This is an optimization exercise on Yosys and OpenROAD, whose aim is small area, a short achievable clock period and few clock cycles per item, not a production implementation.
Function was not checked in any run shown here: the RTL went through the layout flow alone.
Power and IR drop assume default switching activity.

## flow/design.v (module list and top-level ports; edited modules follow where they fit)
// module tdm_slot_timer_unit: 3085 lines
module tdm_slot_timer_unit (
   input  logic        clock,
   input  logic        reset,
   input  logic        req_valid,
   output logic        req_ready,
   input  logic [47:0] req_now_time,
   output logic        rsp_valid,
   input  logic        rsp_ready,
   output logic [1:0]  rsp_current_slot,
   output logic        rsp_is_own,
   output logic [48:0] rsp_next_own_start,
   output logic [32:0] rsp_wait_time,
   output logic        rsp_error,
   input  logic        csr_we,
   input  logic [2:0]  csr_index,
   input  logic [15:0] csr_wdata
);
  // ...
==> flow/flow/run.sh <==
#!/bin/bash
# Standard layout, with these changes to how it is made:
#  - ports are buffered with buf_4 cells;
#  - the repair steps aim at a larger setup margin but work on the worst
#    endpoints only;
#  - clock tree sinks are clustered in larger groups.
set -euo pipefail
bash standard.sh SETUP_SLACK_MARGIN=6.5 TNS_END_PERCENT=5 \
  CTS_CLUSTER_SIZE=25 CTS_CLUSTER_DIAMETER=100 \
  BUFFER_PORTS_ARGS="-buffer_cell sky130_fd_sc_hd__buf_4" finish > standard.log 2>&1
==> flow/standard.sh <==
#!/bin/bash
# synth_recipe.tcl (not shown) runs the flow's synth.tcl, then flattens the netlist and writes it again
# the make line also repeats each setting of config.mk as NAME=value (left out here)
make -C /OpenROAD-flow-scripts/flow DESIGN_CONFIG=/design/flow/config.mk WORK_HOME=/design/flow/orfs CLKGATE_MAP_FILE= SYNTH_SCRIPT=/design/flow/synth_recipe.tcl "${@:-finish}"
==> flow/config.mk <==
export PLATFORM = sky130hd
export DESIGN_NAME = tdm_slot_timer_unit
export DESIGN_NICKNAME = tdm_slot_timer_unit
export VERILOG_FILES = /design/flow/design.v
export SDC_FILE = /design/flow/constraint.sdc
export NUM_CORES = 4
export LEC_CHECK = 0
export CAP_MARGIN = 20
export CORE_MARGIN = 2
export CORE_UTILIZATION = 40
export SLEW_MARGIN = 20
==> flow/constraint.sdc <==
create_clock -name core_clock -period 10.0 [get_ports {clock}]
set_input_delay 2.0000 -clock core_clock [delete_from_list [all_inputs] [get_ports {clock}]]
set_output_delay 2.0000 -clock core_clock [all_outputs]
set_load 0.01 [all_outputs]
==> impl_summary.log, run 1 <==
[metrics] fraction of registers with async set/reset: 0
[metrics] largest driver fanout on the critical path: 25
[metrics] Setup violations, final: 0
[metrics] Synth warnings: 1
[metrics] Post-CTS Hold Fix Bufs: 0
[metrics] result of the run: no timing/DRC/antenna violations
[metrics] TritonCTS Buffers: 70
[metrics] nonclk buf count: 316
[metrics] post-placement setup slack: 5240 ps
[metrics] highest metal layer with signal wires: met5
[metrics] synthesized-area fraction occupied by ao, oa, aoi and oai cells: 0.135
[metrics] most common cell in the netlist: dfxtp_1
[metrics] maximum clock frequency: 0.280 GHz
[metrics] total congestion overflow after global routing: 0
[metrics] remaining routing DRC violations: 0
[metrics] sequential power: 7270 uW
[metrics] clock transition at the registers of the reported paths: 110 ps
[metrics] total buffers and inverters traversed by the critical path: 5
[metrics] flop and latch count out of synthesis: 1352
[metrics] layout cells sized above 1: 0.106
[metrics] Seq/total area: 0.389
[metrics] leakage component of the power: 0.0308 uW
[metrics] reg-to-reg startpoint: c3[2]
[metrics] category of the worst setup path capture point: flop
[metrics] fraction of met1 tracks used by global routing: 0.296
[metrics] total number of vias: 46066
[metrics] area share of and/or/nand/nor cells after synthesis: 0.107
[metrics] Switching Power: 9770 uW
[metrics] detailed route wirelength on metal2: 80.7 mm
[metrics] Tmin final: 3580 ps
[metrics] CLK BUF: 97
[metrics] Max Cap Violations: 0
[metrics] grt met2 use: 0.339
[metrics] clock net sink count: 1352
[metrics] distinct cell type count after synthesis: 94
[metrics] relative area of non-clock buffer cells in the final design: 0.0364
[metrics] commonest cells in the netlist: 1234 x dfxtp_1, 715 x ha_1, 445 x nand2_1
[metrics] layout overhead on the synthesized area: 12.3%
==> run 2, diff against run 1 <==
--- a/flow/design.v
+++ b/flow/design.v
@@ -94,6 +94,10 @@
    always_comb begin
-      for (int k = 1; k < 16; k++) hz[k] = (cyc >> k) == 16'd0;
-      for (int k = 1; k < 18; k++) hz3[k] = (c3 >> k) == 18'd0;
-      for (int k = 1; k < 16; k++) hzn[k] = &(cycn | ~(16'hffff << k));
-      for (int k = 1; k < 18; k++) hz3n[k] = &(c3n | ~(18'h3ffff << k));
+      hz[15] = ~cyc[15];
+      for (int k = 14; k >= 1; k--) hz[k] = hz[k+1] & ~cyc[k];
+      hz3[17] = ~c3[17];
+      for (int k = 16; k >= 1; k--) hz3[k] = hz3[k+1] & ~c3[k];
+      hzn[15] = cycn[15];
+      for (int k = 14; k >= 1; k--) hzn[k] = hzn[k+1] & cycn[k];
+      hz3n[17] = c3n[17];
+      for (int k = 16; k >= 1; k--) hz3n[k] = hz3n[k+1] & c3n[k];
    end
@@ -104,18 +108,18 @@
    logic [47:0] n1;
-   logic [3:0] r1;
+   logic [5:0] r1;
    logic        v2;
    logic [47:0] n2;
-   logic [5:0] r2;
+   logic [7:0] r2;
    logic        v3;
    logic [47:0] n3;
-   logic [7:0] r3;
+   logic [9:0] r3;
    logic        v4;
    logic [47:0] n4;
-   logic [9:0] r4;
+   logic [11:0] r4;
    logic        v5;
    logic [47:0] n5;
-   logic [11:0] r5;
+   logic [13:0] r5;
    logic        v6;
    logic [47:0] n6;
-   logic [13:0] r6;
+   logic [15:0] r6;
    logic        v7;
@@ -146,17 +150,11 @@
    logic [47:0] n15;
-   logic [15:0] r15;
-   logic        v16;
-   logic [47:0] n16;
    logic         hwait;     
-   logic [4:0]   hcnt;      
+   logic [3:0]   hcnt;      
    logic         rdy;
-   logic         out_v;
+   logic         out_v, skid_v;
    logic         head, leave, again, take, out_free;
-   assign head     = hwait ? (hcnt == 5'd0) : v16;
+   assign head     = hwait ? (hcnt == 4'd0) : v15;
    assign out_free = ~out_v | rsp_ready;
-   assign leave    = head & out_free;
-   assign again    = v16 & ~leave;
-   logic         ih_v, ih_in;
-   logic [47:0]  ih_n;
-   assign ih_in    = ih_v & ~again & ~hwait;
+   assign leave    = head & ~skid_v;
+   assign again    = v15 & ~leave;
    assign take     = req_valid & rdy;
@@ -167,3 +165,3 @@
    wire [17:0] nm1 = {2'b11, cycn};
-   wire [47:0] nin = again ? n16 : ih_v ? ih_n : req_now_time;
+   wire [47:0] nin = again ? n15 : req_now_time;
    wire [17:0] m1p = {2'b0, cyc_d};
@@ -173,3 +171,4 @@
    always_comb begin
-      for (int k = 1; k < 16; k++) hzp[k] = (cyc_d >> k) == 16'd0;
+      hzp[15] = ~cyc_d[15];
+      for (int k = 14; k >= 1; k--) hzp[k] = hzp[k+1] & ~cyc_d[k];
    end
@@ -252,8 +251,7 @@
    assign q2 = ge2_3 ? d2_3[3:0] : ge2_2 ? d2_2[3:0] : ge2_1 ? d2_1[3:0] : tr2[3:0];
-   wire [3:0] rn1 = q2;
    logic [5:0] tr4;
-   assign tr4 = {r1, n1[43], n1[42]};
+   assign tr4 = {q2, n0[43], n0[42]};
    logic [5:0] d4_1;
    wire [5:0] s4_1_x = tr4;
-   wire [5:0] s4_1_y = nm1[5:0];
+   wire [5:0] s4_1_y = ~m1[5:0];
    wire [5:0] s4_1_g = s4_1_x & s4_1_y;
@@ -272,6 +270,6 @@
    assign d4_1 = s4_1_s;
-   wire ge4_1 = s4_1_co & hzn[6];
+   wire ge4_1 = s4_1_co & hz[6];
    logic [5:0] d4_2;
    wire [4:0] s4_2_x = tr4[5:1];
-   wire [4:0] s4_2_y = nm1[4:0];
+   wire [4:0] s4_2_y = ~m1[4:0];
    wire [4:0] s4_2_g = s4_2_x & s4_2_y;
@@ -287,6 +285,6 @@
    assign d4_2 = {s4_2_s, tr4[0]};
-   wire ge4_2 = s4_2_co & hzn[5];
+   wire ge4_2 = s4_2_co & hz[5];
    logic [5:0] d4_3;
    wire [5:0] s4_3_x = tr4;
-   wire [5:0] s4_3_y = c3n[5:0];
+   wire [5:0] s4_3_y = ~m3[5:0];
    wire [5:0] s4_3_g = s4_3_x & s4_3_y;
@@ -305,11 +303,11 @@
    assign d4_3 = s4_3_s;
-   wire ge4_3 = s4_3_co & hz3n[6];
+   wire ge4_3 = s4_3_co & hz3[6];
    logic [5:0] q4;
    assign q4 = ge4_3 ? d4_3[5:0] : ge4_2 ? d4_2[5:0] : ge4_1 ? d4_1[5:0] : tr4[5:0];
-   wire [5:0] rn2 = q4;
+   wire [5:0] rn1 = q4;
    logic [7:0] tr6;
-   assign tr6 = {r2, n2[41], n2[40]};
+   assign tr6 = {r1, n1[41], n1[40]};
    logic [7:0] d6_1;
    wire [7:0] s6_1_x = tr6;
-   wire [7:0] s6_1_y = ~m1[7:0];
+   wire [7:0] s6_1_y = nm1[7:0];
    wire [7:0] s6_1_g = s6_1_x & s6_1_y;
@@ -336,6 +334,6 @@
    assign d6_1 = s6_1_s;
-   wire ge6_1 = s6_1_co & hz[8];
+   wire ge6_1 = s6_1_co & hzn[8];
    logic [7:0] d6_2;
    wire [6:0] s6_2_x = tr6[7:1];
-   wire [6:0] s6_2_y = ~m1[6:0];
+   wire [6:0] s6_2_y = nm1[6:0];
    wire [6:0] s6_2_g = s6_2_x & s6_2_y;
@@ -357,6 +355,6 @@
    assign d6_2 = {s6_2_s, tr6[0]};
-   wire ge6_2 = s6_2_co & hz[7];
+   wire ge6_2 = s6_2_co & hzn[7];
    logic [7:0] d6_3;
    wire [7:0] s6_3_x = tr6;
-   wire [7:0] s6_3_y = ~m3[7:0];
+   wire [7:0] s6_3_y = c3n[7:0];
    wire [7:0] s6_3_g = s6_3_x & s6_3_y;
@@ -383,11 +381,11 @@
    assign d6_3 = s6_3_s;
-   wire ge6_3 = s6_3_co & hz3[8];
+   wire ge6_3 = s6_3_co & hz3n[8];
    logic [7:0] q6;
    assign q6 = ge6_3 ? d6_3[7:0] : ge6_2 ? d6_2[7:0] : ge6_1 ? d6_1[7:0] : tr6[7:0];
-   wire [7:0] rn3 = q6;
+   wire [7:0] rn2 = q6;
    logic [9:0] tr8;
-   assign tr8 = {r3, n3[39], n3[38]};
+   assign tr8 = {r2, n2[39], n2[38]};
    logic [9:0] d8_1;
    wire [9:0] s8_1_x = tr8;
-   wire [9:0] s8_1_y = nm1[9:0];
+   wire [9:0] s8_1_y = ~m1[9:0];
    wire [9:0] s8_1_g = s8_1_x & s8_1_y;
@@ -418,6 +416,6 @@
    assign d8_1 = s8_1_s;
-   wire ge8_1 = s8_1_co & hzn[10];
+   wire ge8_1 = s8_1_co & hz[10];
    logic [9:0] d8_2;
    wire [8:0] s8_2_x = tr8[9:1];
-   wire [8:0] s8_2_y = nm1[8:0];
+   wire [8:0] s8_2_y = ~m1[8:0];
    wire [8:0] s8_2_g = s8_2_x & s8_2_y;
@@ -445,6 +443,6 @@
    assign d8_2 = {s8_2_s, tr8[0]};
-   wire ge8_2 = s8_2_co & hzn[9];
+   wire ge8_2 = s8_2_co & hz[9];
    logic [9:0] d8_3;
    wire [9:0] s8_3_x = tr8;
-   wire [9:0] s8_3_y = c3n[9:0];
+   wire [9:0] s8_3_y = ~m3[9:0];
    wire [9:0] s8_3_g = s8_3_x & s8_3_y;
@@ -475,11 +473,11 @@
    assign d8_3 = s8_3_s;
-   wire ge8_3 = s8_3_co & hz3n[10];
+   wire ge8_3 = s8_3_co & hz3[10];
    logic [9:0] q8;
    assign q8 = ge8_3 ? d8_3[9:0] : ge8_2 ? d8_2[9:0] : ge8_1 ? d8_1[9:0] : tr8[9:0];
-   wire [9:0] rn4 = q8;
+   wire [9:0] rn3 = q8;
    logic [11:0] tr10;
-   assign tr10 = {r4, n4[37], n4[36]};
+   assign tr10 = {r3, n3[37], n3[36]};
    logic [11:0] d10_1;
    wire [11:0] s10_1_x = tr10;
-   wire [11:0] s10_1_y = ~m1[11:0];
+   wire [11:0] s10_1_y = nm1[11:0];
    wire [11:0] s10_1_g = s10_1_x & s10_1_y;
@@ -518,6 +516,6 @@
    assign d10_1 = s10_1_s;
-   wire ge10_1 = s10_1_co & hz[12];
+   wire ge10_1 = s10_1_co & hzn[12];
    logic [11:0] d10_2;
    wire [10:0] s10_2_x = tr10[11:1];
-   wire [10:0] s10_2_y = ~m1[10:0];
+   wire [10:0] s10_2_y = nm1[10:0];
    wire [10:0] s10_2_g = s10_2_x & s10_2_y;
@@ -551,6 +549,6 @@
    assign d10_2 = {s10_2_s, tr10[0]};
-   wire ge10_2 = s10_2_co & hz[11];
+   wire ge10_2 = s10_2_co & hzn[11];
    logic [11:0] d10_3;
    wire [11:0] s10_3_x = tr10;
-   wire [11:0] s10_3_y = ~m3[11:0];
+   wire [11:0] s10_3_y = c3n[11:0];
    wire [11:0] s10_3_g = s10_3_x & s10_3_y;
@@ -589,11 +587,11 @@
    assign d10_3 = s10_3_s;
-   wire ge10_3 = s10_3_co & hz3[12];
+   wire ge10_3 = s10_3_co & hz3n[12];
    logic [11:0] q10;
    assign q10 = ge10_3 ? d10_3[11:0] : ge10_2 ? d10_2[11:0] : ge10_1 ? d10_1[11:0] : tr10[11:0];
-   wire [11:0] rn5 = q10;
+   wire [11:0] rn4 = q10;
    logic [13:0] tr12;
-   assign tr12 = {r5, n5[35], n5[34]};
+   assign tr12 = {r4, n4[35], n4[34]};
    logic [13:0] d12_1;
    wire [13:0] s12_1_x = tr12;
-   wire [13:0] s12_1_y = nm1[13:0];
+   wire [13:0] s12_1_y = ~m1[13:0];
    wire [13:0] s12_1_g = s12_1_x & s12_1_y;
@@ -640,6 +638,6 @@
    assign d12_1 = s12_1_s;
-   wire ge12_1 = s12_1_co & hzn[14];
+   wire ge12_1 = s12_1_co & hz[14];
    logic [13:0] d12_2;
    wire [12:0] s12_2_x = tr12[13:1];
-   wire [12:0] s12_2_y = nm1[12:0];
+   wire [12:0] s12_2_y = ~m1[12:0];
    wire [12:0] s12_2_g = s12_2_x & s12_2_y;
@@ -681,6 +679,6 @@
    assign d12_2 = {s12_2_s, tr12[0]};
-   wire ge12_2 = s12_2_co & hzn[13];
+   wire ge12_2 = s12_2_co & hz[13];
    logic [13:0] d12_3;
    wire [13:0] s12_3_x = tr12;
-   wire [13:0] s12_3_y = c3n[13:0];
+   wire [13:0] s12_3_y = ~m3[13:0];
    wire [13:0] s12_3_g = s12_3_x & s12_3_y;
@@ -727,11 +725,11 @@
    assign d12_3 = s12_3_s;
-   wire ge12_3 = s12_3_co & hz3n[14];
+   wire ge12_3 = s12_3_co & hz3[14];
    logic [13:0] q12;
    assign q12 = ge12_3 ? d12_3[13:0] : ge12_2 ? d12_2[13:0] : ge12_1 ? d12_1[13:0] : tr12[13:0];
-   wire [13:0] rn6 = q12;
+   wire [13:0] rn5 = q12;
    logic [15:0] tr14;
-   assign tr14 = {r6, n6[33], n6[32]};
+   assign tr14 = {r5, n5[33], n5[32]};
    logic [15:0] d14_1;
    wire [15:0] s14_1_x = tr14;
-   wire [15:0] s14_1_y = ~m1[15:0];
+   wire [15:0] s14_1_y = nm1[15:0];
    wire [15:0] s14_1_g = s14_1_x & s14_1_y;
@@ -793,3 +791,3 @@
    wire [14:0] s14_2_x = tr14[15:1];
-   wire [14:0] s14_2_y = ~m1[14:0];
+   wire [14:0] s14_2_y = nm1[14:0];
    wire [14:0] s14_2_g = s14_2_x & s14_2_y;
@@ -841,6 +839,6 @@
    assign d14_2 = {s14_2_s, tr14[0]};
-   wire ge14_2 = s14_2_co & hz[15];
+   wire ge14_2 = s14_2_co & hzn[15];
    logic [15:0] d14_3;
    wire [15:0] s14_3_x = tr14;
-   wire [15:0] s14_3_y = ~m3[15:0];
+   wire [15:0] s14_3_y = c3n[15:0];
    wire [15:0] s14_3_g = s14_3_x & s14_3_y;
@@ -899,11 +897,11 @@
    assign d14_3 = s14_3_s;
-   wire ge14_3 = s14_3_co & hz3[16];
+   wire ge14_3 = s14_3_co & hz3n[16];
    logic [15:0] q14;
    assign q14 = ge14_3 ? d14_3[15:0] : ge14_2 ? d14_2[15:0] : ge14_1 ? d14_1[15:0] : tr14[15:0];
-   wire [15:0] rn7 = q14;
+   wire [15:0] rn6 = q14;
    logic [17:0] tr16;
-   assign tr16 = {r7, n7[31], n7[30]};
+   assign tr16 = {r6, n6[31], n6[30]};
    logic [17:0] d16_1;
    wire [17:0] s16_1_x = tr16;
-   wire [17:0] s16_1_y = nm1[17:0];
+   wire [17:0] s16_1_y = ~m1[17:0];
    wire [17:0] s16_1_g = s16_1_x & s16_1_y;
@@ -969,3 +967,3 @@
    wire [16:0] s16_2_x = tr16[17:1];
-   wire [16:0] s16_2_y = nm1[16:0];
+   wire [16:0] s16_2_y = ~m1[16:0];
    wire [16:0] s16_2_g = s16_2_x & s16_2_y;
@@ -1028,3 +1026,3 @@
    wire [17:0] s16_3_x = tr16;
-   wire [17:0] s16_3_y = c3n[17:0];
+   wire [17:0] s16_3_y = ~m3[17:0];
    wire [17:0] s16_3_g = s16_3_x & s16_3_y;
@@ -1090,8 +1088,8 @@
    assign q16 = ge16_3 ? d16_3[15:0] : ge16_2 ? d16_2[15:0] : ge16_1 ? d16_1[15:0] : tr16[15:0];
-   wire [15:0] rn8 = q16;
+   wire [15:0] rn7 = q16;
    logic [17:0] tr18;
-   assign tr18 = {r8, n8[29], n8[28]};
+   assign tr18 = {r7, n7[29], n7[28]};
    logic [17:0] d18_1;
    wire [17:0] s18_1_x = tr18;
-   wire [17:0] s18_1_y = ~m1[17:0];
+   wire [17:0] s18_1_y = nm1[17:0];
    wire [17:0] s18_1_g = s18_1_x & s18_1_y;
@@ -1157,3 +1155,3 @@
    wire [16:0] s18_2_x = tr18[17:1];
-   wire [16:0] s18_2_y = ~m1[16:0];
+   wire [16:0] s18_2_y = nm1[16:0];
    wire [16:0] s18_2_g = s18_2_x & s18_2_y;
@@ -1216,3 +1214,3 @@
    wire [17:0] s18_3_x = tr18;
-   wire [17:0] s18_3_y = ~m3[17:0];
+   wire [17:0] s18_3_y = c3n[17:0];
    wire [17:0] s18_3_g = s18_3_x & s18_3_y;
@@ -1278,8 +1276,8 @@
    assign q18 = ge18_3 ? d18_3[15:0] : ge18_2 ? d18_2[15:0] : ge18_1 ? d18_1[15:0] : tr18[15:0];
-   wire [15:0] rn9 = q18;
+   wire [15:0] rn8 = q18;
    logic [17:0] tr20;
-   assign tr20 = {r9, n9[27], n9[26]};
+   assign tr20 = {r8, n8[27], n8[26]};
    logic [17:0] d20_1;
    wire [17:0] s20_1_x = tr20;
-   wire [17:0] s20_1_y = nm1[17:0];
+   wire [17:0] s20_1_y = ~m1[17:0];
    wire [17:0] s20_1_g = s20_1_x & s20_1_y;
@@ -1345,3 +1343,3 @@
    wire [16:0] s20_2_x = tr20[17:1];
-   wire [16:0] s20_2_y = nm1[16:0];
+   wire [16:0] s20_2_y = ~m1[16:0];
    wire [16:0] s20_2_g = s20_2_x & s20_2_y;
@@ -1404,3 +1402,3 @@
    wire [17:0] s20_3_x = tr20;
-   wire [17:0] s20_3_y = c3n[17:0];
+   wire [17:0] s20_3_y = ~m3[17:0];
    wire [17:0] s20_3_g = s20_3_x & s20_3_y;
@@ -1466,8 +1464,8 @@
    assign q20 = ge20_3 ? d20_3[15:0] : ge20_2 ? d20_2[15:0] : ge20_1 ? d20_1[15:0] : tr20[15:0];
-   wire [15:0] rn10 = q20;
+   wire [15:0] rn9 = q20;
    logic [17:0] tr22;
-   assign tr22 = {r10, n10[25], n10[24]};
+   assign tr22 = {r9, n9[25], n9[24]};
    logic [17:0] d22_1;
    wire [17:0] s22_1_x = tr22;
-   wire [17:0] s22_1_y = ~m1[17:0];
+   wire [17:0] s22_1_y = nm1[17:0];
    wire [17:0] s22_1_g = s22_1_x & s22_1_y;
@@ -1533,3 +1531,3 @@
    wire [16:0] s22_2_x = tr22[17:1];
-   wire [16:0] s22_2_y = ~m1[16:0];
+   wire [16:0] s22_2_y = nm1[16:0];
    wire [16:0] s22_2_g = s22_2_x & s22_2_y;
@@ -1592,3 +1590,3 @@
    wire [17:0] s22_3_x = tr22;
-   wire [17:0] s22_3_y = ~m3[17:0];
+   wire [17:0] s22_3_y = c3n[17:0];
    wire [17:0] s22_3_g = s22_3_x & s22_3_y;
@@ -1654,8 +1652,8 @@
    assign q22 = ge22_3 ? d22_3[15:0] : ge22_2 ? d22_2[15:0] : ge22_1 ? d22_1[15:0] : tr22[15:0];
-   wire [15:0] rn11 = q22;
+   wire [15:0] rn10 = q22;
    logic [17:0] tr24;
-   assign tr24 = {r11, n11[23], n11[22]};
+   assign tr24 = {r10, n10[23], n10[22]};
    logic [17:0] d24_1;
    wire [17:0] s24_1_x = tr24;
-   wire [17:0] s24_1_y = nm1[17:0];
+   wire [17:0] s24_1_y = ~m1[17:0];
    wire [17:0] s24_1_g = s24_1_x & s24_1_y;
@@ -1721,3 +1719,3 @@
    wire [16:0] s24_2_x = tr24[17:1];
-   wire [16:0] s24_2_y = nm1[16:0];
+   wire [16:0] s24_2_y = ~m1[16:0];
    wire [16:0] s24_2_g = s24_2_x & s24_2_y;
@@ -1780,3 +1778,3 @@
    wire [17:0] s24_3_x = tr24;
-   wire [17:0] s24_3_y = c3n[17:0];
+   wire [17:0] s24_3_y = ~m3[17:0];
    wire [17:0] s24_3_g = s24_3_x & s24_3_y;
@@ -1842,8 +1840,8 @@
    assign q24 = ge24_3 ? d24_3[15:0] : ge24_2 ? d24_2[15:0] : ge24_1 ? d24_1[15:0] : tr24[15:0];
-   wire [15:0] rn12 = q24;
+   wire [15:0] rn11 = q24;
    logic [17:0] tr26;
-   assign tr26 = {r12, n12[21], n12[20]};
+   assign tr26 = {r11, n11[21], n11[20]};
    logic [17:0] d26_1;
    wire [17:0] s26_1_x = tr26;
-   wire [17:0] s26_1_y = ~m1[17:0];
+   wire [17:0] s26_1_y = nm1[17:0];
    wire [17:0] s26_1_g = s26_1_x & s26_1_y;
@@ -1909,3 +1907,3 @@
    wire [16:0] s26_2_x = tr26[17:1];
-   wire [16:0] s26_2_y = ~m1[16:0];
+   wire [16:0] s26_2_y = nm1[16:0];
    wire [16:0] s26_2_g = s26_2_x & s26_2_y;
@@ -1968,3 +1966,3 @@
    wire [17:0] s26_3_x = tr26;
-   wire [17:0] s26_3_y = ~m3[17:0];
+   wire [17:0] s26_3_y = c3n[17:0];
    wire [17:0] s26_3_g = s26_3_x & s26_3_y;
@@ -2030,8 +2028,8 @@
    assign q26 = ge26_3 ? d26_3[15:0] : ge26_2 ? d26_2[15:0] : ge26_1 ? d26_1[15:0] : tr26[15:0];
-   wire [15:0] rn13 = q26;
+   wire [15:0] rn12 = q26;
    logic [17:0] tr28;
-   assign tr28 = {r13, n13[19], n13[18]};
+   assign tr28 = {r12, n12[19], n12[18]};
    logic [17:0] d28_1;
    wire [17:0] s28_1_x = tr28;
-   wire [17:0] s28_1_y = nm1[17:0];
+   wire [17:0] s28_1_y = ~m1[17:0];
    wire [17:0] s28_1_g = s28_1_x & s28_1_y;
@@ -2097,3 +2095,3 @@
    wire [16:0] s28_2_x = tr28[17:1];
-   wire [16:0] s28_2_y = nm1[16:0];
+   wire [16:0] s28_2_y = ~m1[16:0];
    wire [16:0] s28_2_g = s28_2_x & s28_2_y;
@@ -2156,3 +2154,3 @@
    wire [17:0] s28_3_x = tr28;
-   wire [17:0] s28_3_y = c3n[17:0];
+   wire [17:0] s28_3_y = ~m3[17:0];
    wire [17:0] s28_3_g = s28_3_x & s28_3_y;
@@ -2218,8 +2216,8 @@
    assign q28 = ge28_3 ? d28_3[15:0] : ge28_2 ? d28_2[15:0] : ge28_1 ? d28_1[15:0] : tr28[15:0];
-   wire [15:0] rn14 = q28;
+   wire [15:0] rn13 = q28;
    logic [17:0] tr30;
-   assign tr30 = {r14, n14[17], n14[16]};
+   assign tr30 = {r13, n13[17], n13[16]};
    logic [17:0] d30_1;
    wire [17:0] s30_1_x = tr30;
-   wire [17:0] s30_1_y = ~m1[17:0];
+   wire [17:0] s30_1_y = nm1[17:0];
    wire [17:0] s30_1_g = s30_1_x & s30_1_y;
@@ -2285,3 +2283,3 @@
    wire [16:0] s30_2_x = tr30[17:1];
-   wire [16:0] s30_2_y = ~m1[16:0];
+   wire [16:0] s30_2_y = nm1[16:0];
    wire [16:0] s30_2_g = s30_2_x & s30_2_y;
@@ -2344,3 +2342,3 @@
    wire [17:0] s30_3_x = tr30;
-   wire [17:0] s30_3_y = ~m3[17:0];
+   wire [17:0] s30_3_y = c3n[17:0];
    wire [17:0] s30_3_g = s30_3_x & s30_3_y;
@@ -2406,3 +2404,3 @@
    assign q30 = ge30_3 ? d30_3[15:0] : ge30_2 ? d30_2[15:0] : ge30_1 ? d30_1[15:0] : tr30[15:0];
-   wire [15:0] rn15 = q30;
+   wire [15:0] rn14 = q30;
    logic [15:0] pr;
@@ -2413,4 +2411,4 @@
    logic [17:0] pda, pdb, pd;
-   assign pr  = r15;
-   assign phi = ~cz | (n15[47:32] == 16'd0);
+   assign pr  = r14;
+   assign phi = ~cz | (n14[47:32] == 16'd0);
    wire [15:0] cmp0_x = end0;
@@ -2700,6 +2698,5 @@
    assign pcur = g0 ? 2'd0 : g1 ? 2'd1 : g2 ? 2'd2 : g3 ? 2'd3 : cm1;
-   assign plap = ~((g0 & (own >= 2'd1)) | (g1 & (own >= 2'd2)) | (g2 & (own == 2'd3)));
-   wire gown = (own == 2'd0) ? g0 : (own == 2'd1) ? g1 : (own == 2'd2) ? g2 : g3;
-   assign pown = plap & (gown | (~(g0 | g1 | g2 | g3) & (cm1 == own))) & ~err;
-   assign pfz  = n15[15:0] == 16'd0;
+   assign plap = pcur >= own;
+   assign pown = (pcur == own) & ~err;
+   assign pfz  = n14[15:0] == 16'd0;
    wire [17:0] ada_x = {2'b0, ooff};
@@ -2832,7 +2829,7 @@
    logic [68:0] res;
-   wire [32:0] ads_x = {1'b0, n16[47:16]};
-   wire [32:0] ads_y = {{15{sd[17]}}, sd};
+   wire [32:0] ads_x = (cz | err) ? 33'd0 : {1'b0, n15[47:16]};
+   wire [32:0] ads_y = err ? 33'd0 : cz ? {17'd0, ooff} : {{15{sd[17]}}, sd};
    wire [32:0] ads_g = ads_x & ads_y;
    wire [32:0] ads_p = ads_x ^ ads_y;
-   wire ads_G1351 = ads_g[1] | (ads_p[1] & (ads_g[0] | (ads_p[0] & ~sf)));
+   wire ads_G1351 = ads_g[1] | (ads_p[1] & (ads_g[0] | (ads_p[0] & (~(cz | err) & ~sf))));
    wire ads_G1352 = ads_g[3] | (ads_p[3] & ads_g[2]);
@@ -2966,6 +2963,6 @@
    wire ads_G1431 = ads_g[32] | (ads_p[32] & ads_G1430);
-   wire [32:0] ads_s = ads_p ^ {ads_G1430, ads_G1429, ads_G1428, ads_G1427, ads_G1426, ads_G1425, ads_G1424, ads_G1423, ads_G1422, ads_G1421, ads_G1420, ads_G1419, ads_G1418, ads_G1417, ads_G1416, ads_G1415, ads_G1406, ads_G1405, ads_G1404, ads_G1403, ads_G1402, ads_G1401, ads_G1400, ads_G1399, ads_G1386, ads_G1385, ads_G1384, ads_G1383, ads_G1368, ads_G1367, ads_G1351, (ads_g[0] | (ads_p[0] & ~sf)), ~sf};
+   wire [32:0] ads_s = ads_p ^ {ads_G1430, ads_G1429, ads_G1428, ads_G1427, ads_G1426, ads_G1425, ads_G1424, ads_G1423, ads_G1422, ads_G1421, ads_G1420, ads_G1419, ads_G1418, ads_G1417, ads_G1416, ads_G1415, ads_G1406, ads_G1405, ads_G1404, ads_G1403, ads_G1402, ads_G1401, ads_G1400, ads_G1399, ads_G1386, ads_G1385, ads_G1384, ads_G1383, ads_G1368, ads_G1367, ads_G1351, (ads_g[0] | (ads_p[0] & (~(cz | err) & ~sf))), (~(cz | err) & ~sf)};
    wire ads_co = ads_G1431;
-   assign pstart = err ? 33'd0 : cz ? {17'd0, ooff} : ads_s;
-   assign pnf    = 16'd0 - n16[15:0];
+   assign pstart = ads_s;
+   assign pnf    = 16'd0 - n15[15:0];
    assign pwait  = (sz | sd[17]) ? 33'd0 : {sd[16:0], pnf};
@@ -2973,13 +2970,15 @@
    logic         hwait_n;
-   logic [4:0]   hcnt_n;
+   logic [3:0]   hcnt_n;
+   logic         skid_n;
    always_comb begin
       hwait_n = hwait;
-      hcnt_n  = hcnt - 5'd1;
+      hcnt_n  = hcnt - 4'd1;
       if (head) begin
          hwait_n = ~leave;
-         hcnt_n  = 5'd16;
+         hcnt_n  = 4'd15;
       end
+      skid_n = skid_v ? ~out_free : (leave & ~out_free);
    end
    logic [68:0] out_q;
-   logic        out_e;     
+   logic [68:0] skid_q;
    always_ff @(posedge clock) begin
@@ -3002,3 +3001,2 @@
          v15 <= 1'b0;
-         v16 <= 1'b0;
          hwait  <= 1'b0;
@@ -3007,5 +3005,5 @@
          rdy    <= 1'b1;
-         ih_v   <= 1'b0;
+         skid_v <= 1'b0;
       end else begin
-         v0 <= again | ih_in | take;
+         v0 <= again | take;
          v1 <= v0;
@@ -3025,8 +3023,7 @@
          v15 <= v14;
-         v16 <= v15;
          hwait <= hwait_n;
          hcnt  <= hcnt_n;
-         ih_v  <= (take & again) | (ih_v & ~ih_in);
-         rdy   <= ~hwait_n & ~((take & again) | (ih_v & ~ih_in));
-         if (out_free) out_v <= leave;
+         rdy    <= ~hwait_n & ~(v14 & skid_n);
+         skid_v <= skid_n;
+         if (out_free) out_v <= skid_v | leave;
       end
@@ -3065,4 +3062,2 @@
       n15 <= n14;
-      r15 <= rn15;
-      n16 <= n15;
       sc <= pcur;
@@ -3074,5 +3069,4 @@
    always_ff @(posedge clock) begin
-      if (out_free) out_q <= res;
-      if (out_free) out_e <= err;
-      if (take & again) ih_n <= req_now_time;
+      if (~skid_v & leave & ~out_free) skid_q <= res;
+      if (out_free) out_q <= skid_v ? skid_q : res;
    end
@@ -3083,3 +3077,3 @@
    assign rsp_wait_time      = out_q[32:0];
-   assign rsp_error          = out_e;
+   assign rsp_error          = err;
 endmodule
==> impl_summary.log, run 2 <==
[metrics] synthesized area divided by synthesized cell count: 10.8 um^2
[metrics] initial DRC count: 3313
[metrics] Crit path required time: 10580 ps
[metrics] HPWL after DPL: 127 mm
[metrics] leading cell type in the layout, fill and taps excluded: dfxtp_1
[metrics] die span in x: 405 um
[metrics] share of the clock period used by the worst path after layout: 0.373
[metrics] hold depth: 0
[metrics] CTS tree: built
[metrics] remaining routing DRC violations: 0 (unchanged)
[metrics] Worst Min Path Start: n14[20]
[metrics] distinct cell type count after synthesis: 93 (-1.1%)
[metrics] flop and latch count out of synthesis: 1318 (-2.5%)
[metrics] worst clock skew on the final layout: 78.2 ps
[metrics] die height: 405 um
[metrics] routability cong.: 0.876
[metrics] commonest cells in the netlist: 1180 x dfxtp_1, 694 x ha_1, 406 x nand2_1
[metrics] quantity of I/O buffers inserted on ports: 143
[metrics] top library cells by usage in the layout, fill and taps aside: 1146 x dfxtp_1, 687 x ha_1, 403 x nand2_1
[metrics] Clock H-tree levels: 3
[metrics] category of the worst setup path capture point: flop
[metrics] worst reg2reg path endpoint: r1[4]
[metrics] Internal Dissipation: 13800 uW
[metrics] class of the most critical setup path: flop to flop
[metrics] Synth warnings: 1 (unchanged)
[metrics] Switching Power: 9900 uW (+1.4%)
[metrics] kind of cell with the highest combined delay on the critical path: adder cells
[metrics] total congestion overflow after global routing: 0 (unchanged)
[metrics] number of cells in the finished layout apart from fillers: 8390
[metrics] reg-to-reg startpoint: n0[45]
[metrics] worst-path cell with the longest stage delay: fa_2
[metrics] slew at the pin with the worst max-slew slack: 1200 ps
[metrics] vias in the first global route: 43705
[metrics] number of instances in the placed design: 8143
[metrics] number of cells traversed by the worst register-to-register path: 18
[metrics] Core ar.: 160000 um^2
[metrics] layout overhead on the synthesized area: 13.1%
[metrics] count of boundary I/O pins: 160
[metrics] routed length per placed instance: 21.2 um
[metrics] biggest registers after layout: out_q x69, skid_q x69
[metrics] maximum number of pins on one net before global-route repair: 92
[metrics] maximum vdd ir drop: 0.167 mV
[metrics] maximum single-stage delay on the critical path: 410 ps
[metrics] power per cell area: 326 nW/um^2
[metrics] Tmin final: 3730 ps (+151 ps)
[metrics] share of Yosys cell area claimed by the top area cell type: 0.368
[metrics] Clk Tree Root Cell: clkbuf_16
[metrics] insertion delay to the later sink of the worst-skew pair: 720 ps
[metrics] clock net sink count: 1318 (-2.5%)
[metrics] share of synthesized area occupied by flip-flops and latches: 0.432
[metrics] Post-CTS Hold Fix Bufs: 0 (unchanged)
[metrics] leakage component of the power: 0.0305 uW (-1.2%)
[metrics] total number of placement rows: 147
[metrics] layout cells sized above 1: 0.146 (+0.0406)
[metrics] Antenna Violating Nets Remaining: 0
[metrics] result of the run: no timing/DRC/antenna violations
[metrics] buffers from clock root to sink, at most: 3
[metrics] largest driver fanout on the critical path: 4 (-84%)
[metrics] worst path cell trace: inv_2 -> buf_4 -> fa_2 -> inv_2 -> a21o_1 -> a21oi_2 -> nor4_4 -> buf_4 -> mux2i_1 -> mux2i_1 -> mux2i_2 -> ha_1 -> o21ai_1 -> nand2b_1 -> fa_2 -> nor3b_4 -> a211oi_2 -> o22ai_1
[metrics] headroom to the max-slew limit: 0.196
[metrics] Worst setup SP type: flop
[metrics] number of antenna violations at the first check in global routing: 1
[metrics] Sw Ratio: 0.418
[metrics] worst hold path type: flop to flop
[metrics] total negative setup slack: 0 ps
[metrics] Max Slew Vio Count: 0
[metrics] Clk pwr share: 0.135
[metrics] Die ar.: 164000 um^2
[metrics] maximum clock frequency: 0.268 GHz (-4.1%)
[metrics] wire length of the first global-routing pass: 266 mm
[metrics] number of antenna repair diodes: 0
[metrics] portion of total power attributed to combinational logic: 0.559
[metrics] biggest area contributors in the synthesized netlist: dfxtp_1 37%, ha_1 14%, edfxtp_1 6.5%
[metrics] top cell type by total area after synthesis: dfxtp_1
[metrics] Vias/cell: 5.33
[metrics] sink of the worst hold path: n15[20]
[metrics] sequential share of power: 0.306
[metrics] final net count: 7215
[metrics] post-layout power: 23700 uW
[metrics] most common cell in the netlist: dfxtp_1
[metrics] total number of vias: 44727 (-2.9%)
[metrics] data arrival time at the worst-slack endpoint: 4300 ps
[metrics] global-route usage over all layers: 0.213
[metrics] register-to-register setup slack: 6270 ps
[metrics] fraction of registers with async set/reset: 0 (unchanged)
[metrics] worst hold slack after final layout: 300 ps
[metrics] TritonCTS Buffers: 69 (-1.4%)
[metrics] cell area after technology mapping: 64200 um^2
[metrics] unrepaired setup endpoints after global routing: true
[metrics] Top FF cell, synth: dfxtp_1
[metrics] wire length reported by the detailed router: 178 mm
[metrics] clock transition at the registers of the reported paths: 100 ps (about the same)
[metrics] Max Cap Violations: 0 (unchanged)
[metrics] Post-synth EDFFs: 138
[metrics] Syn Inst Count: 5974
[metrics] total buffers and inverters traversed by the critical path: 4 (-1)
[metrics] Setup violations, final: 0 (unchanged)
[metrics] count of final hold-check violations: 0
[metrics] initial core utilization: 0.401
[metrics] first-pass iteration count of the detailed router: 6
run 2: changes by cell type in the layout (fill, tap and decap cells not counted), moves of 26 or more:
cell and change:
nand3_1 -33, a21oi_1 -110, o21ai_1 -39, nor2_1 -109, o21a_1 +37, nand2_1 -41, nor3_1 -40, o21ai_0 +35
mux2_2 +147, ha_1 -26, and2_1 +50, dfxtp_1 -67
run 2: per-stage QoR:
step	instance area, um^2	setup WS (ps)	utilization
after floorplan	64300	5250	-
after global placement	68000	5020	0.425
after detailed placement	68000	5030	0.425
after CTS	72000	6360	0.450
after global routing	72700	6140	0.454
final	72700	6270	0.454
run 2: how the worst max path moves through the flow:
stage                         start         to  slack, ps  depth (start not counted)
final                        n0[45]      r1[4]       6270                         18
after global routing        cyc[13]      r1[4]       6140                         16
after CTS                    n0[44]      r1[3]       6360                         19
after detailed placement     cyc[2]      r1[2]       5030                         17
after global placement       cyc[2]      r1[2]       5020                         18
after floorplan           rsp_ready  skid_q[0]       5250                          2
run 2: worst reg2reg max path: stages (launching register included):
cell      delay [ps]
dfxtp_2          370
inv_2             60
buf_4            130
fa_2             370
inv_2             60
a21o_1           120
a21oi_2           60
nor4_4           260
buf_4            190
mux2i_1          220
mux2i_1          110
mux2i_2          240
ha_1             300
o21ai_1           90
nand2b_1         130
fa_2             410
nor3b_4          190
a211oi_2         200
o22ai_1           80
run 2: kinds of logic (layout without fill, tap and decap cells):
| logic type | Yosys count | count (layout) | synth area share |
|---|---|---|---|
| compound gates | 1254 | 1260 | 0.128 |
| xor+xnor | 380 | 380 | 0.0518 |
| fa+ha+maj | 882 | 882 | 0.194 |
| buf+inv | 418 | 727 | 0.0262 |
| flops | 1318 | 1318 | 0.432 |
| mux | 407 | 407 | 0.0702 |
| other cells | 1 | 16 | 0.0000584 |
| simple gates | 1314 | 1314 | 0.0982 |
run 2: what timing repair did:
| action | in CTS | in global routing |
|---|---|---|
| cloned | 9 | 2 |
| pin swaps | 65 | 57 |
| endpoints found under the hold margin | 0 | 0 |
| resized for setup | 251 | 94 |
| endpoints found under the setup margin | 289 | 248 |
| setup buffers | 89 | 33 |
run 2: cell type report:
class                           instances  area (um^2)
Tap cell                             2086         2610
Fill cell                           14883        87300
Clock inverter                         18          307
Inverter                              275         1080
Clock buffer                           96         1860
Multi-Input combinational cell       4259        36100
Timing Repair Buffer                  338         2900
Sequential cell                      1318        27800
run 2: layer usage:
metal  wire (um)  up-vias  global-route usage
met5           0        -                   0
met4        7820        0              0.0876
met3        7830      276              0.0249
met2       79800     1034               0.343
met1       82200    21662               0.291
li1            -    21755                   -
run 2: power groups by stage:
stage | clock, uW | combinational, uW | sequential [uW]
floorplan | 0 | 9420 | 6950
global placement | 0 | 11900 | 7360
detailed placement | 0 | 12200 | 7340
CTS | 3290 | 12900 | 7240
global route | 3470 | 14700 | 7330
finish | 3190 | 13200 | 7250

==> re-timing with driven ports <==
In the flow no input, the clock included, has a driving cell. The finished layouts below were timed again as built, in two steps. Step 1, drivers: a clkbuf_16 drives clock and a buf_2 each remaining input, both assumed. Step 2 times the ports against the registers' clock, not the clock port: input delays grow and output delays shrink by t, the midpoint of the rising clock arrivals with the driver on. a / b / c = ideal ports / drivers / drivers and shift; a / b = the first two.
run	t (ns)	setup WS [ns]	worst setup path after step 2	latest minus earliest clock arrival (ns)	worst slew at a driven data input, ns
run 1	0.767	6.423 / 6.423 / 5.715	input to register	0.044 / 0.044	0.07
run 2	0.777	6.271 / 6.271 / 5.935	input to register	0.079 / 0.078	0.08
After both steps setup and hold are still met in every run listed. For run 1, which loses most, drivers alone change the setup slack by 0.000 ns; drivers and shift together by -0.708 ns.
